This design comes from an exercise in tuning for small area, a short achievable clock period and few clock cycles per item on the open sky130 flow, not from production work. The RTL was checked by simulation tests, not by an equivalence proof against the original design. Power is estimated from default activity; no workload was simulated.

// wave_gen_top
module wave_gen_top (
   input  logic         CLOCK,
   input  logic         RESET,
   input  logic         tick,
   input  logic [5:0]   enable,
   input  logic         cfg_valid,
   output logic         cfg_ready,
   input  logic [2:0]   cfg_ch,
   input  logic [1:0]   cfg_wave,
   input  logic [23:0]  cfg_step,
   input  logic [11:0]  cfg_min,
   input  logic [11:0]  cfg_max,
   input  logic [6:0]   cfg_duty,
   output logic         cfg_err,
   output logic [71:0]  sample,
   output logic         sample_valid,
   output logic         overrun
);
   wave_gen_multi #(.NCH(6), .DW(12), .PW(24)) u_gen (
      .CLOCK        (CLOCK),
      .RESET        (RESET),
      .tick         (tick),
      .enable       (enable),
      .cfg_valid    (cfg_valid),
      .cfg_ready    (cfg_ready),
      .cfg_ch       (cfg_ch),
      .cfg_wave     (cfg_wave),
      .cfg_step     (cfg_step),
      .cfg_min      (cfg_min),
      .cfg_max      (cfg_max),
      .cfg_duty     (cfg_duty),
      .cfg_err      (cfg_err),
      .sample       (sample),
      .sample_valid (sample_valid),
      .overrun      (overrun)
   );
endmodule
Size: ~13000 cells after synthesis, ~1100 flip-flops, roughly 150 I/O pins, about 110000 um2 of cells after synthesis.
clock: 9.0 ns
lec_check: 0
cap_margin: 20
core_margin: 2
core_utilization: 40
slew_margin: 20
run.sh (not shown) runs the stock make flow with config.mk's settings and CLKGATE_MAP_FILE= SYNTH_SCRIPT=/design/flow/synth_recipe.tcl, a recipe that flattens the netlist after the stock synthesis.
The baseline completed with no timing, DRC or antenna violations.
Testbench counts at the start, summed over its fixed seeds: cycles 6,422, items 5,628.
Next try:
Settings changed: ABC_CLOCK_PERIOD_IN_PS set to 3000, SETUP_SLACK_MARGIN set to 5.
Effect:
- area after synthesis stays the same
- first-iteration DRC count is higher slightly
- routed wire length is higher by a few percent
- count of clock-buffer cells in the layout is higher by 16
- via count is higher by a few percent
- clock skew is higher by 0.027 ns
- final area is higher by a little under a tenth
- utilization is higher by 3.7 points

---

before:
Another version of the RTL of wave_gen_top (not shown whole).
For scale: ~11000 cells after synthesis, ~1400 flip-flops, roughly 150 I/O pins.
Settings: LEC_CHECK=0, CAP_MARGIN=20, CORE_MARGIN=2, CORE_UTILIZATION=40, SLEW_MARGIN=20; clock period 9.0 ns.
standard.sh (not shown) runs the stock make flow with config.mk's settings and CLKGATE_MAP_FILE= SYNTH_SCRIPT=/design/flow/synth_recipe.tcl, a recipe that flattens the netlist after the stock synthesis.
==> flow/flow/run.sh <==
#!/bin/bash
# Layout flow: the standard flow (standard.sh, unchanged synthesis and
# steps) with three settings changed on make's command line:
#  - the port buffers that buffer_ports inserts are buf_4 cells, not its
#    default pick (a slow delay buffer);
#  - clock tree synthesis inserts no dummy loads (CTS_ARGS repeats ORFS's
#    own arguments and adds -dont_use_dummy_load).
# make's full output goes to flow.log in the work folder; ORFS keeps each
# step's log under orfs/logs.
set -euo pipefail
sed 's|"\${@:-finish}"|"BUFFER_PORTS_ARGS=-buffer_cell sky130_fd_sc_hd__buf_4" SETUP_SLACK_MARGIN=5.7 "CTS_ARGS=-sink_clustering_enable -repair_clock_nets -dont_use_dummy_load" "${@:-finish}"|' \
   standard.sh > standard_own.sh
grep -q 'SETUP_SLACK_MARGIN=5.7' standard_own.sh
bash standard_own.sh > flow.log 2>&1
Testbench counts of before, summed over its fixed seeds: cycles 7,062, items 5,628.
--- input diff before..after ---
--- a/flow/flow/run.sh
+++ b/flow/flow/run.sh
@@ -9,6 +9,6 @@
 # step's log under orfs/logs.
 set -euo pipefail
-sed 's|"\${@:-finish}"|"BUFFER_PORTS_ARGS=-buffer_cell sky130_fd_sc_hd__buf_4" SETUP_SLACK_MARGIN=5.7 "CTS_ARGS=-sink_clustering_enable -repair_clock_nets -dont_use_dummy_load" "${@:-finish}"|' \
+sed 's|"\${@:-finish}"|"BUFFER_PORTS_ARGS=-buffer_cell sky130_fd_sc_hd__buf_4" SETUP_SLACK_MARGIN=5.5 "CTS_ARGS=-sink_clustering_enable -repair_clock_nets -dont_use_dummy_load" "${@:-finish}"|' \
    standard.sh > standard_own.sh
-grep -q 'SETUP_SLACK_MARGIN=5.7' standard_own.sh
+grep -q 'SETUP_SLACK_MARGIN=5.5' standard_own.sh
 bash standard_own.sh > flow.log 2>&1
--- outcome ---
Combinational share of power: after vs before down 1.4 points
On power in the clock group, after does worse than before.
On final cycle utilization of the critical path, before and after are neck and neck.
For shortest period the worst path allows, before and after come out practically identical.
Number of standard cells in the final layout excluding fillers of after falls short of that of before slightly.

---

Another version of the RTL of wave_gen_top (not shown whole).
Size in the first run: about 1,600 flip-flops, about 110,000 µm² of cells after synthesis.
==> flow/config.mk <==
export PLATFORM = sky130hd
export DESIGN_NAME = wave_gen_top
export DESIGN_NICKNAME = wave_gen_top
export VERILOG_FILES = /design/flow/design.v
export SDC_FILE = /design/flow/constraint.sdc
export NUM_CORES = 4
export LEC_CHECK = 0
export CAP_MARGIN = 20
export CORE_MARGIN = 2
export CORE_UTILIZATION = 40
export SLEW_MARGIN = 20
==> flow/constraint.sdc <==
create_clock -name core_clock -period 9.0 [get_ports {CLOCK}]
set_input_delay 1.8000 -clock core_clock [delete_from_list [all_inputs] [get_ports {CLOCK}]]
set_output_delay 1.8000 -clock core_clock [all_outputs]
set_load 0.01 [all_outputs]
==> flow/flow/run.sh <==
#!/bin/bash
# Layout flow: the standard flow (standard.sh, unchanged synthesis and
# steps) with three settings changed on make's command line:
#  - the port buffers that buffer_ports inserts are buf_4 cells, not its
#    default pick (a slow delay buffer);
#  - clock tree synthesis inserts no dummy loads (CTS_ARGS repeats ORFS's
#    own arguments and adds -dont_use_dummy_load).
# make's full output goes to flow.log in the work folder; ORFS keeps each
# step's log under orfs/logs.
set -euo pipefail
sed 's|"\${@:-finish}"|"BUFFER_PORTS_ARGS=-buffer_cell sky130_fd_sc_hd__buf_4" SETUP_SLACK_MARGIN=5.5 "CTS_ARGS=-sink_clustering_enable -repair_clock_nets -dont_use_dummy_load" "${@:-finish}"|' \
   standard.sh > standard_own.sh
grep -q 'SETUP_SLACK_MARGIN=5.5' standard_own.sh
bash standard_own.sh > flow.log 2>&1
Testbench counts at the start, summed over its fixed seeds: cycles 7,062, items 5,628.
==> next run, changes <==
--- a/flow/flow/run.sh
+++ b/flow/flow/run.sh
@@ -10,5 +10,5 @@
 set -euo pipefail
-sed 's|"\${@:-finish}"|"BUFFER_PORTS_ARGS=-buffer_cell sky130_fd_sc_hd__buf_4" SETUP_SLACK_MARGIN=5.5 "CTS_ARGS=-sink_clustering_enable -repair_clock_nets -dont_use_dummy_load" "${@:-finish}"|' \
+sed 's|"\${@:-finish}"|"BUFFER_PORTS_ARGS=-buffer_cell sky130_fd_sc_hd__buf_4" SETUP_SLACK_MARGIN=5.6 "CTS_ARGS=-sink_clustering_enable -repair_clock_nets -dont_use_dummy_load" "${@:-finish}"|' \
    standard.sh > standard_own.sh
-grep -q 'SETUP_SLACK_MARGIN=5.5' standard_own.sh
+grep -q 'SETUP_SLACK_MARGIN=5.6' standard_own.sh
 bash standard_own.sh > flow.log 2>&1
Wire length rose by about 0.6%.
Design area went up by about 2.5%.
Clock power came out lower by about 4.5%.
Power is higher by about 2%.
Die area is unchanged.
Clock-buffer cell count drops by 10.
Non-clock buffer count increases by 142.
First-iteration DRC count shrinks by about 6%.
Global-route usage climbs by 0.15 points.
Setup slack gains 0.026 ns.
Sequential cell count does not change.

---

wave_gen_top, a different RTL version from the one above (not shown whole).
Size in the first run: about 11000 cells after synthesis, ~1500 flip-flops, roughly 110000 sq um of cells after synthesis.
clock: 9.0 ns
lec_check: 0
cap_margin: 20
core_margin: 2
core_utilization: 40
setup_slack_margin: 5
slew_margin: 20
run.sh (not shown) runs the stock make flow with config.mk's settings and CLKGATE_MAP_FILE= SYNTH_SCRIPT=/design/flow/synth_recipe.tcl, a recipe that flattens the netlist after the stock synthesis.
Stock flow here: none of the scripts above is used.
The starting point completed without violations.
Testbench counts at the start, summed over its fixed seeds: cycles 6,742, items 5,628.
Rerun with:
- CAP_MARGIN: 20 -> 30
- CORE_UTILIZATION: 40 -> 30
- SLEW_MARGIN: 20 -> 30
Outcome: Cell area goes up by 0.45%. Power goes down by 2.3%. Worst setup slack gets worse by 37 ps. Sequential cell count is unchanged. Die area goes up by 33%.

port drivers added, routing unchanged:
The flow's constraints put no driver on any port. The routed layouts listed below were extracted and timed again, unchanged, in two steps. Step 1: set_driving_cell puts a clkbuf_16 on CLOCK and a buf_2 on each other input, an assumption about the parent block. Step 2 adds t to the input delays and takes it off the output delays; t is the mean of the earliest and latest rising clock arrival at the registers after step 1. Input paths then give back, and output paths get back, about the clock's delay inside the block. a / b / c = ideal / step 1 / step 2; a / b = the first two.
run	t (ns)	setup WS [ns]	worst slew at a driven data input, ns	pins driven straight from the clock port
the first run of note 1	0.837	2.073 / 2.142 / 1.305	0.31	1
the second run of note 1	0.876	3.556 / 3.556 / 3.556	0.34	1
before	0.890	5.450 / 5.450 / 4.862	0.05	1
after	0.887	5.449 / 5.449 / 4.622	0.05	1
the first run of note 3	0.928	5.419 / 5.419 / 4.743	0.07	1
the second run of note 3	0.902	5.445 / 5.445 / 4.942	0.08	1
the first run of note 4	0.905	4.833 / 4.641 / 3.735	0.32	1
the second run of note 4	0.927	4.795 / 4.864 / 3.937	0.26	1
After both steps setup and hold are still met in every run listed. For the first run of note 4, which loses most, drivers alone change the setup slack by -0.192 ns; drivers and shift together by -1.098 ns.
